Background: an optimization exercise with open tools, aiming at small area and a short achievable clock period. Do not read the settings as production practice.
Only simulation tests tie the RTL to the original design; equivalence was not proved.
Power is estimated from default activity; no workload was simulated.

// fifo_generator_1
module fifo_generator_1 (
    input  logic        clk,
    input  logic        srst,
    input  logic [7:0]  din,
    input  logic        wr_en,
    input  logic        rd_en,
    output logic [15:0] dout,
    output logic        full,
    output logic        empty,
    output logic [9:0]  rd_data_count,
    output logic [8:0]  wr_data_count
);
    localparam int WORDS = 128;
    logic [15:0] mem_r [WORDS];
    logic [15:0] wlo_n_r;     
    logic [15:0] whe_n_r;     
    logic [7:0]  rlo_r;       
    logic [15:0] rhi_r;       
    logic [8:0]  cnt_r;       
    logic        empty_r;
    logic [15:0] dout_r;
    logic [8:0]  cnt_o_r;     
    logic        empty_o_r;   
    logic        full_s;
    logic        wr_acc_s;
    logic        rd_acc_s;
    assign full_s   = cnt_r[8];
    assign wr_acc_s = wr_en & ~full_s;
    assign rd_acc_s = rd_en & ~empty_r;
    for (genvar i = 0; i < WORDS; i++) begin : g_mem
        always_ff @(posedge clk) begin
            if (!(whe_n_r[i/8] | wlo_n_r[2*(i%8)]))
                mem_r[i][15:8] <= din;
            if (!(whe_n_r[i/8] | wlo_n_r[2*(i%8)+1]))
                mem_r[i][7:0] <= din;
        end
    end
    logic [15:0] rd_word_s;
    always_comb begin
        rd_word_s = '0;
        for (int j = 0; j < 16; j++) begin
            logic [15:0] grp;
            grp = '0;
            for (int i = 0; i < 8; i++)
                grp = grp | (mem_r[8*j+i] & {16{rlo_r[i]}});
            rd_word_s = rd_word_s | (grp & {16{rhi_r[j]}});
        end
    end
    logic       up_s, dn_s;
    logic [8:0] cnt_nxt_s;
    logic       empty_nxt_s;
    assign up_s = wr_acc_s & ~rd_acc_s & cnt_r[0];
    assign dn_s = rd_acc_s & ~(wr_acc_s & cnt_r[0]);
    always_comb begin
        cnt_nxt_s[0] = cnt_r[0] ^ wr_acc_s;
        if (up_s)      cnt_nxt_s[8:1] = cnt_r[8:1] + 8'd1;
        else if (dn_s) cnt_nxt_s[8:1] = cnt_r[8:1] - 8'd1;
        else           cnt_nxt_s[8:1] = cnt_r[8:1];
        empty_nxt_s = dn_s ? (cnt_r[8:1] == 8'd1) : (~up_s & empty_r);
    end
    logic       up_o_s, dn_o_s;
    logic [8:0] cnt_o_nxt_s;
    logic       empty_o_nxt_s;
    assign up_o_s = wr_acc_s & ~rd_acc_s & cnt_o_r[0];
    assign dn_o_s = rd_acc_s & ~(wr_acc_s & cnt_o_r[0]);
    always_comb begin
  ...
Size in the first run: about 4400 cells after synthesis, roughly 2100 flip-flops, about 0.078 mm2 of cells after synthesis.
clock: 5.0 ns
lec_check: 0
cap_margin: 20
core_margin: 2
core_utilization: 55
cts_cluster_diameter: 45
cts_cluster_size: 20
setup_slack_margin: 2.5
slew_margin: 20
standard.sh (not shown) runs the stock make flow with config.mk's settings and CLKGATE_MAP_FILE= SYNTH_SCRIPT=/design/flow/synth_recipe.tcl, a recipe that flattens the netlist after the stock synthesis.
==> flow/flow/run.sh <==
#!/bin/bash
# The standard layout, with clock tree synthesis told not to add dummy loads
# and to drive the register clusters with clkbuf_8.
set -e
export CTS_ARGS="-sink_clustering_enable -repair_clock_nets -sink_clustering_size 20 -sink_clustering_max_diameter 45 -buf_list {sky130_fd_sc_hd__clkbuf_8 sky130_fd_sc_hd__clkbuf_16} -root_buf sky130_fd_sc_hd__clkbuf_16 -sink_clustering_buffer sky130_fd_sc_hd__clkbuf_8 -dont_use_dummy_load"
bash standard.sh finish > standard.log 2>&1
The baseline produced a clean layout.
Rerun with:
==> flow/run.sh (new file) <==
#!/bin/bash
# synth_recipe.tcl (not shown) runs the flow's synth.tcl, then flattens the netlist and writes it again
# the make line also repeats each setting of config.mk as NAME=value (left out here)
make -C /OpenROAD-flow-scripts/flow DESIGN_CONFIG=/design/flow/config.mk WORK_HOME=/design/flow/orfs CLKGATE_MAP_FILE= SYNTH_SCRIPT=/design/flow/synth_recipe.tcl finish
Settings changed: CORE_UTILIZATION 55 to 65, CTS_BUF_LIST set to sky130_fd_sc_hd__clkbuf_8 sky130_fd_sc_hd__clkbuf_16, CTS_CLUSTER_DIAMETER 45 to 60, CTS_CLUSTER_SIZE 20 to 30, PLACE_DENSITY set to 0.7.
removed: flow/flow/run.sh
removed: flow/standard.sh
Result: Register-to-register slack degrades by 0.22 ns. Power came out higher by 9.6%. Clock-buffer cell count came out lower by 37. Synthesized cell count does not change. Cell area came out higher by 3.0%.
Rerun with:
Settings changed: CORE_UTILIZATION 65 to 55, PLACE_DENSITY 0.7 to not set, TNS_END_PERCENT set to 5.
Power barely changes.
Routed wire length goes up by 3.2%.
First-iteration DRC count goes down by 12%.
Count of clock-buffer cells in the layout goes down by 2.
Worst setup slack gets better by 0.20 ns.
Rerun with:
Settings changed: SETUP_SLACK_MARGIN 2.5 to 2.2, TNS_END_PERCENT 5 to not set.
Non-clock buffer count came out lower by 75; area after synthesis is unchanged; via count came out lower by 1.4%; utilization came out lower by 0.84 points; first-iteration DRC count came out lower by 3.5%; routed wire length came out lower by 3.1%; design area came out lower by 1.4%; sequential power is about the same.

========
fifo_generator_1, a different RTL version from the one above (not shown whole).
For scale: roughly 4500 cells after synthesis, about 2200 flip-flops, ~49 I/O pins.
Settings: LEC_CHECK=0, CAP_MARGIN=20, CORE_MARGIN=2, CORE_UTILIZATION=55, CTS_BUF_LIST=sky130_fd_sc_hd__clkbuf_8 sky130_fd_sc_hd__clkbuf_16, CTS_CLUSTER_DIAMETER=60, CTS_CLUSTER_SIZE=30, GPL_ROUTABILITY_DRIVEN=0, SETUP_SLACK_MARGIN=2.5, SLEW_MARGIN=20; clock period 5.0 ns.
==> flow/flow/run.sh <==
#!/bin/bash
# The standard layout, with clock tree synthesis told not to add dummy loads,
# and the slow single-size cell a222oi_1 added to the platform's don't-use list.
set -e
export CTS_ARGS="-sink_clustering_enable -repair_clock_nets -sink_clustering_size 30 -sink_clustering_max_diameter 60 -buf_list {sky130_fd_sc_hd__clkbuf_8 sky130_fd_sc_hd__clkbuf_16} -dont_use_dummy_load"
bash standard.sh "DONT_USE_CELLS=sky130_fd_sc_hd__probe_p_8 sky130_fd_sc_hd__probec_p_8 sky130_fd_sc_hd__lpflow_bleeder_1 sky130_fd_sc_hd__lpflow_clkbufkapwr_1 sky130_fd_sc_hd__lpflow_clkbufkapwr_16 sky130_fd_sc_hd__lpflow_clkbufkapwr_2 sky130_fd_sc_hd__lpflow_clkbufkapwr_4 sky130_fd_sc_hd__lpflow_clkbufkapwr_8 sky130_fd_sc_hd__lpflow_clkinvkapwr_1 sky130_fd_sc_hd__lpflow_clkinvkapwr_16 sky130_fd_sc_hd__lpflow_clkinvkapwr_2 sky130_fd_sc_hd__lpflow_clkinvkapwr_4 sky130_fd_sc_hd__lpflow_clkinvkapwr_8 sky130_fd_sc_hd__lpflow_decapkapwr_12 sky130_fd_sc_hd__lpflow_decapkapwr_3 sky130_fd_sc_hd__lpflow_decapkapwr_4 sky130_fd_sc_hd__lpflow_decapkapwr_6 sky130_fd_sc_hd__lpflow_decapkapwr_8 sky130_fd_sc_hd__lpflow_inputiso0n_1 sky130_fd_sc_hd__lpflow_inputiso0p_1 sky130_fd_sc_hd__lpflow_inputiso1n_1 sky130_fd_sc_hd__lpflow_inputiso1p_1 sky130_fd_sc_hd__lpflow_inputisolatch_1 sky130_fd_sc_hd__lpflow_isobufsrc_1 sky130_fd_sc_hd__lpflow_isobufsrc_16 sky130_fd_sc_hd__lpflow_isobufsrc_2 sky130_fd_sc_hd__lpflow_isobufsrc_4 sky130_fd_sc_hd__lpflow_isobufsrc_8 sky130_fd_sc_hd__lpflow_isobufsrckapwr_16 sky130_fd_sc_hd__lpflow_lsbuf_lh_hl_isowell_tap_1 sky130_fd_sc_hd__lpflow_lsbuf_lh_hl_isowell_tap_2 sky130_fd_sc_hd__lpflow_lsbuf_lh_hl_isowell_tap_4 sky130_fd_sc_hd__lpflow_lsbuf_lh_isowell_4 sky130_fd_sc_hd__lpflow_lsbuf_lh_isowell_tap_1 sky130_fd_sc_hd__lpflow_lsbuf_lh_isowell_tap_2 sky130_fd_sc_hd__lpflow_lsbuf_lh_isowell_tap_4  sky130_fd_sc_hd__a222oi_1" finish > standard.log 2>&1
Change:
- CORE_UTILIZATION: 55 -> 60
- GPL_ROUTABILITY_DRIVEN: 0 -> default
- PLACE_DENSITY: default -> 0.65
After rerunning: The new run finished with timing, DRC and antenna clean; utilization climbs by 5.9 points; via count grows slightly; final cell count fell slightly; area after synthesis stays the same; clock-buffer cell count came out higher by 3; fmax decreases by a few percent; design area came out higher slightly; first-iteration DRC count went up by a few percent; clock power barely changes.
Change:
==> flow/run.sh (new file) <==
#!/bin/bash
# synth_recipe.tcl (not shown) runs the flow's synth.tcl, then flattens the netlist and writes it again
# the make line also repeats each setting of config.mk as NAME=value (left out here)
make -C /OpenROAD-flow-scripts/flow DESIGN_CONFIG=/design/flow/config.mk WORK_HOME=/design/flow/orfs CLKGATE_MAP_FILE= SYNTH_SCRIPT=/design/flow/synth_recipe.tcl finish
- CORE_UTILIZATION: 60 -> 65
- PLACE_DENSITY: 0.65 -> 0.72
- SLEW_MARGIN: 20 -> 65
removed: flow/flow/run.sh
removed: flow/standard.sh
=> Clock-buffer cell count is higher by 6. Sequential cell count stays the same. Total power is higher by 8.8%. Register-to-register slack is worse by 30 ps. Setup slack is worse by 29 ps. Global-route usage is higher by 2.2 points. First-iteration DRC count is higher by 17%. Maximum frequency is lower by 1.1%.
Change:
==> flow/flow/run.sh (new file) <==
#!/bin/bash
# The standard layout, with clock tree synthesis told not to add dummy loads,
# and the slow single-size cell a222oi_1 added to the platform's don't-use list.
set -e
export CTS_ARGS="-sink_clustering_enable -repair_clock_nets -sink_clustering_size 30 -sink_clustering_max_diameter 60 -buf_list {sky130_fd_sc_hd__clkbuf_8 sky130_fd_sc_hd__clkbuf_16} -dont_use_dummy_load"
bash standard.sh "DONT_USE_CELLS=sky130_fd_sc_hd__probe_p_8 sky130_fd_sc_hd__probec_p_8 sky130_fd_sc_hd__lpflow_bleeder_1 sky130_fd_sc_hd__lpflow_clkbufkapwr_1 sky130_fd_sc_hd__lpflow_clkbufkapwr_16 sky130_fd_sc_hd__lpflow_clkbufkapwr_2 sky130_fd_sc_hd__lpflow_clkbufkapwr_4 sky130_fd_sc_hd__lpflow_clkbufkapwr_8 sky130_fd_sc_hd__lpflow_clkinvkapwr_1 sky130_fd_sc_hd__lpflow_clkinvkapwr_16 sky130_fd_sc_hd__lpflow_clkinvkapwr_2 sky130_fd_sc_hd__lpflow_clkinvkapwr_4 sky130_fd_sc_hd__lpflow_clkinvkapwr_8 sky130_fd_sc_hd__lpflow_decapkapwr_12 sky130_fd_sc_hd__lpflow_decapkapwr_3 sky130_fd_sc_hd__lpflow_decapkapwr_4 sky130_fd_sc_hd__lpflow_decapkapwr_6 sky130_fd_sc_hd__lpflow_decapkapwr_8 sky130_fd_sc_hd__lpflow_inputiso0n_1 sky130_fd_sc_hd__lpflow_inputiso0p_1 sky130_fd_sc_hd__lpflow_inputiso1n_1 sky130_fd_sc_hd__lpflow_inputiso1p_1 sky130_fd_sc_hd__lpflow_inputisolatch_1 sky130_fd_sc_hd__lpflow_isobufsrc_1 sky130_fd_sc_hd__lpflow_isobufsrc_16 sky130_fd_sc_hd__lpflow_isobufsrc_2 sky130_fd_sc_hd__lpflow_isobufsrc_4 sky130_fd_sc_hd__lpflow_isobufsrc_8 sky130_fd_sc_hd__lpflow_isobufsrckapwr_16 sky130_fd_sc_hd__lpflow_lsbuf_lh_hl_isowell_tap_1 sky130_fd_sc_hd__lpflow_lsbuf_lh_hl_isowell_tap_2 sky130_fd_sc_hd__lpflow_lsbuf_lh_hl_isowell_tap_4 sky130_fd_sc_hd__lpflow_lsbuf_lh_isowell_4 sky130_fd_sc_hd__lpflow_lsbuf_lh_isowell_tap_1 sky130_fd_sc_hd__lpflow_lsbuf_lh_isowell_tap_2 sky130_fd_sc_hd__lpflow_lsbuf_lh_isowell_tap_4  sky130_fd_sc_hd__a222oi_1" finish > standard.log 2>&1
==> flow/standard.sh (new file) <==
#!/bin/bash
# synth_recipe.tcl (not shown) runs the flow's synth.tcl, then flattens the netlist and writes it again
# the make line also repeats each setting of config.mk as NAME=value (left out here)
make -C /OpenROAD-flow-scripts/flow DESIGN_CONFIG=/design/flow/config.mk WORK_HOME=/design/flow/orfs CLKGATE_MAP_FILE= SYNTH_SCRIPT=/design/flow/synth_recipe.tcl "${@:-finish}"
- CORE_UTILIZATION: 65 -> 55
- PLACE_DENSITY: 0.72 -> default
- SLEW_MARGIN: 65 -> 20
removed: flow/run.sh
What happened: The new run completed without violations; core utilization goes down by 14 points; design area goes down by about 4.5%; wire length is about the same; synthesized area stays flat; global-route usage goes down by 5.0 points; fmax goes up by 3.7%; power goes down by about 8%.
Change:
==> flow/run.sh (new file) <==
#!/bin/bash
# synth_recipe.tcl (not shown) runs the flow's synth.tcl, then flattens the netlist and writes it again
# the make line also repeats each setting of config.mk as NAME=value (left out here)
make -C /OpenROAD-flow-scripts/flow DESIGN_CONFIG=/design/flow/config.mk WORK_HOME=/design/flow/orfs CLKGATE_MAP_FILE= SYNTH_SCRIPT=/design/flow/synth_recipe.tcl finish
- SLEW_MARGIN: 20 -> 65
removed: flow/flow/run.sh
removed: flow/standard.sh
What happened:
- The changed run finished clean
- synthesized cell count falls by 0.46%
- power grows by 10%
- final cell count came out higher by 3.3%

========
RTL: one of the versions met above, not the one the previous note started from.
Size in the first run: about 4400 cells after synthesis, about 2100 flip-flops, roughly 78000 sq um of cells after synthesis.
clock: 5.0 ns
lec_check: 0
cap_margin: 20
core_margin: 2
core_utilization: 55
cts_buf_list: sky130_fd_sc_hd__clkbuf_8 sky130_fd_sc_hd__clkbuf_16
cts_cluster_diameter: 60
cts_cluster_size: 30
setup_slack_margin: 2.7
slew_margin: 20
tns_end_percent: 5
run.sh (not shown) runs the stock make flow with config.mk's settings and CLKGATE_MAP_FILE= SYNTH_SCRIPT=/design/flow/synth_recipe.tcl, a recipe that flattens the netlist after the stock synthesis.
Stock flow here: none of the scripts above is used.
Next try:
==> flow/flow/run.sh (new file) <==
#!/bin/bash
# The standard layout, with clock tree synthesis told not to add dummy loads.
set -e
cat standard.sh > standard_sh.log
export CTS_ARGS="-sink_clustering_enable -repair_clock_nets -sink_clustering_size 30 -sink_clustering_max_diameter 60 -buf_list {sky130_fd_sc_hd__clkbuf_8 sky130_fd_sc_hd__clkbuf_16} -dont_use_dummy_load"
bash standard.sh finish > standard.log 2>&1
==> flow/standard.sh (new file) <==
#!/bin/bash
# synth_recipe.tcl (not shown) runs the flow's synth.tcl, then flattens the netlist and writes it again
# the make line also repeats each setting of config.mk as NAME=value (left out here)
make -C /OpenROAD-flow-scripts/flow DESIGN_CONFIG=/design/flow/config.mk WORK_HOME=/design/flow/orfs CLKGATE_MAP_FILE= SYNTH_SCRIPT=/design/flow/synth_recipe.tcl "${@:-finish}"
--- a/flow/config.mk
+++ b/flow/config.mk
@@ -14 +14 @@
-export SETUP_SLACK_MARGIN = 2.7
+export SETUP_SLACK_MARGIN = 2.5
@@ -16 +15,0 @@
-export TNS_END_PERCENT = 5
removed: flow/run.sh
Core utilization falls by 1.4 points.
Clock power shrinks by about 10%.
Design area falls by 2.2%.
Via count drops by 1.3%.
Area after synthesis stays the same.
Worst setup slack is better by 0.038 ns.
Wire length came out lower by 1.3%.
Final cell count falls by 2.4%.
Next try:
==> flow/run.sh (new file) <==
#!/bin/bash
# synth_recipe.tcl (not shown) runs the flow's synth.tcl, then flattens the netlist and writes it again
# the make line also repeats each setting of config.mk as NAME=value (left out here)
make -C /OpenROAD-flow-scripts/flow DESIGN_CONFIG=/design/flow/config.mk WORK_HOME=/design/flow/orfs CLKGATE_MAP_FILE= SYNTH_SCRIPT=/design/flow/synth_recipe.tcl finish
--- a/flow/config.mk
+++ b/flow/config.mk
@@ -10 +10 @@
-export CORE_UTILIZATION = 55
+export CORE_UTILIZATION = 47
removed: flow/flow/run.sh
removed: flow/standard.sh
Effect:
- worst hold slack degrades by 0.14 ns
- routed wire length falls by 0.43%
- non-clock buffer count rises by 5
Next try:
==> flow/flow/run.sh (new file) <==
#!/bin/bash
# The standard layout, with clock tree synthesis told not to add dummy loads,
# and the slow single-size cell a222oi_1 added to the platform's don't-use list.
set -e
export CTS_ARGS="-sink_clustering_enable -repair_clock_nets -sink_clustering_size 30 -sink_clustering_max_diameter 60 -buf_list {sky130_fd_sc_hd__clkbuf_8 sky130_fd_sc_hd__clkbuf_16} -dont_use_dummy_load"
bash standard.sh "DONT_USE_CELLS=sky130_fd_sc_hd__probe_p_8 sky130_fd_sc_hd__probec_p_8 sky130_fd_sc_hd__lpflow_bleeder_1 sky130_fd_sc_hd__lpflow_clkbufkapwr_1 sky130_fd_sc_hd__lpflow_clkbufkapwr_16 sky130_fd_sc_hd__lpflow_clkbufkapwr_2 sky130_fd_sc_hd__lpflow_clkbufkapwr_4 sky130_fd_sc_hd__lpflow_clkbufkapwr_8 sky130_fd_sc_hd__lpflow_clkinvkapwr_1 sky130_fd_sc_hd__lpflow_clkinvkapwr_16 sky130_fd_sc_hd__lpflow_clkinvkapwr_2 sky130_fd_sc_hd__lpflow_clkinvkapwr_4 sky130_fd_sc_hd__lpflow_clkinvkapwr_8 sky130_fd_sc_hd__lpflow_decapkapwr_12 sky130_fd_sc_hd__lpflow_decapkapwr_3 sky130_fd_sc_hd__lpflow_decapkapwr_4 sky130_fd_sc_hd__lpflow_decapkapwr_6 sky130_fd_sc_hd__lpflow_decapkapwr_8 sky130_fd_sc_hd__lpflow_inputiso0n_1 sky130_fd_sc_hd__lpflow_inputiso0p_1 sky130_fd_sc_hd__lpflow_inputiso1n_1 sky130_fd_sc_hd__lpflow_inputiso1p_1 sky130_fd_sc_hd__lpflow_inputisolatch_1 sky130_fd_sc_hd__lpflow_isobufsrc_1 sky130_fd_sc_hd__lpflow_isobufsrc_16 sky130_fd_sc_hd__lpflow_isobufsrc_2 sky130_fd_sc_hd__lpflow_isobufsrc_4 sky130_fd_sc_hd__lpflow_isobufsrc_8 sky130_fd_sc_hd__lpflow_isobufsrckapwr_16 sky130_fd_sc_hd__lpflow_lsbuf_lh_hl_isowell_tap_1 sky130_fd_sc_hd__lpflow_lsbuf_lh_hl_isowell_tap_2 sky130_fd_sc_hd__lpflow_lsbuf_lh_hl_isowell_tap_4 sky130_fd_sc_hd__lpflow_lsbuf_lh_isowell_4 sky130_fd_sc_hd__lpflow_lsbuf_lh_isowell_tap_1 sky130_fd_sc_hd__lpflow_lsbuf_lh_isowell_tap_2 sky130_fd_sc_hd__lpflow_lsbuf_lh_isowell_tap_4  sky130_fd_sc_hd__a222oi_1" finish > standard.log 2>&1
==> flow/standard.sh (new file) <==
#!/bin/bash
# synth_recipe.tcl (not shown) runs the flow's synth.tcl, then flattens the netlist and writes it again
# the make line also repeats each setting of config.mk as NAME=value (left out here)
make -C /OpenROAD-flow-scripts/flow DESIGN_CONFIG=/design/flow/config.mk WORK_HOME=/design/flow/orfs CLKGATE_MAP_FILE= SYNTH_SCRIPT=/design/flow/synth_recipe.tcl "${@:-finish}"
--- a/flow/config.mk
+++ b/flow/config.mk
@@ -10 +10 @@
-export CORE_UTILIZATION = 47
+export CORE_UTILIZATION = 55
removed: flow/run.sh
After rerunning:
- The changed run passed the timing, design-rule and antenna checks
- setup slack degrades by 0.0061 ns
- first-iteration DRC count goes up by 0.55%
- via count came out higher by 0.78%
- global-route usage increases by 4.7 points
- combinational power stays flat
- hold slack improved by 0.15 ns
- wire length increases by 1.3%
- cell count fell by 5.8%
- clock-buffer cell count came out higher by 3
- register-to-register slack stays flat
- critical path depth rose by 2
Next try:
==> flow/run.sh (new file) <==
#!/bin/bash
# synth_recipe.tcl (not shown) runs the flow's synth.tcl, then flattens the netlist and writes it again
# the make line also repeats each setting of config.mk as NAME=value (left out here)
make -C /OpenROAD-flow-scripts/flow DESIGN_CONFIG=/design/flow/config.mk WORK_HOME=/design/flow/orfs CLKGATE_MAP_FILE= SYNTH_SCRIPT=/design/flow/synth_recipe.tcl finish
--- a/flow/config.mk
+++ b/flow/config.mk
@@ -14 +14 @@
-export SETUP_SLACK_MARGIN = 2.5
+export SETUP_SLACK_MARGIN = 2.7
removed: flow/flow/run.sh
removed: flow/standard.sh
Die area hardly moves.
Register-to-register slack gains 0.12 ns.
Area after synthesis barely changes.
Setup slack is better by 0.12 ns.
Total power climbs by 6.6%.
Design area rises by 3.2%.
Clock skew came out lower by 0.028 ns.
Count of clock-buffer cells in the layout went up by 9.
Non-clock buffer count came out higher by 64.
Next try:
--- a/flow/config.mk
+++ b/flow/config.mk
@@ -14 +14 @@
-export SETUP_SLACK_MARGIN = 2.7
+export SETUP_SLACK_MARGIN = 2.5
The new run ran to the end with no violations.
Die area does not change.
Global-route usage shrinks by 1.8 points.
Routed wire length shrinks by 5.2%.
Clock skew shrinks by 0.0069 ns.
Cell area shrinks by 2.9%.
Setup slack degrades by 0.049 ns.
Core utilization shrinks by 1.9 points.
Total power shrinks by about 0.6%.

static timing again, ports no longer ideal:
The flow's constraints put no driver on any port. The routed layouts listed below were extracted and timed again, unchanged, in two steps.
Step 1 sets driving cells, clkbuf_16 on the clock port and buf_2 on the other inputs (assumed; they add their load-dependent delay and slew).
Step 2 adds t to the input delays and takes it off the output delays; t is the mean of the earliest and latest rising clock arrival at the registers after step 1. Input paths then give back, and output paths get back, about the clock's delay inside the block.
Three values: no drivers, after step 1, after step 2; two values: the first two.
| run | t, ns | setup WS [ns] | worst slew at a driven data input, ns | pins driven straight from the clock port |
|---|---|---|---|---|
| the first run of note 1 | 0.859 | 2.410 / 2.389 / 1.876 | 0.05 | 1 |
| the second run of note 1 | 0.851 | 2.190 / 2.190 / 1.942 | 0.07 | 1 |
| the third run of note 1 | 0.873 | 2.388 / 2.385 / 1.792 | 0.04 | 1 |
| the fourth run of note 1 | 0.873 | 2.255 / 2.194 / 1.557 | 0.07 | 1 |
| the first run of note 2 | 0.859 | 2.501 / 2.416 / 1.860 | 0.05 | 1 |
| the second run of note 2 | 0.856 | 2.438 / 2.427 / 1.820 | 0.04 | 1 |
| the third run of note 2 | 0.846 | 2.409 / 2.409 / 1.877 | 0.08 | 1 |
| the fourth run of note 2 | 0.859 | 2.501 / 2.416 / 1.860 | 0.05 | 1 |
| the fifth run of note 2 | 0.891 | 2.478 / 2.445 / 1.721 | 0.09 | 1 |
| the first run of note 3 | 0.877 | 2.400 / 2.400 / 1.612 | 0.05 | 1 |
| the second run of note 3 | 0.855 | 2.438 / 2.438 / 1.879 | 0.05 | 1 |
| the third run of note 3 | 0.893 | 2.372 / 2.372 / 1.766 | 0.11 | 1 |
| the fourth run of note 3 | 0.862 | 2.366 / 2.366 / 1.791 | 0.09 | 1 |
| the fifth run of note 3 | 0.875 | 2.488 / 2.435 / 1.951 | 0.05 | 1 |
| the sixth run of note 3 | 0.880 | 2.439 / 2.394 / 1.887 | 0.05 | 1 |
After both steps setup and hold are still met in every run listed. The setup slack of the first run of note 3, which loses most, moves by 0.000 ns with the drivers and by -0.788 ns with both steps.
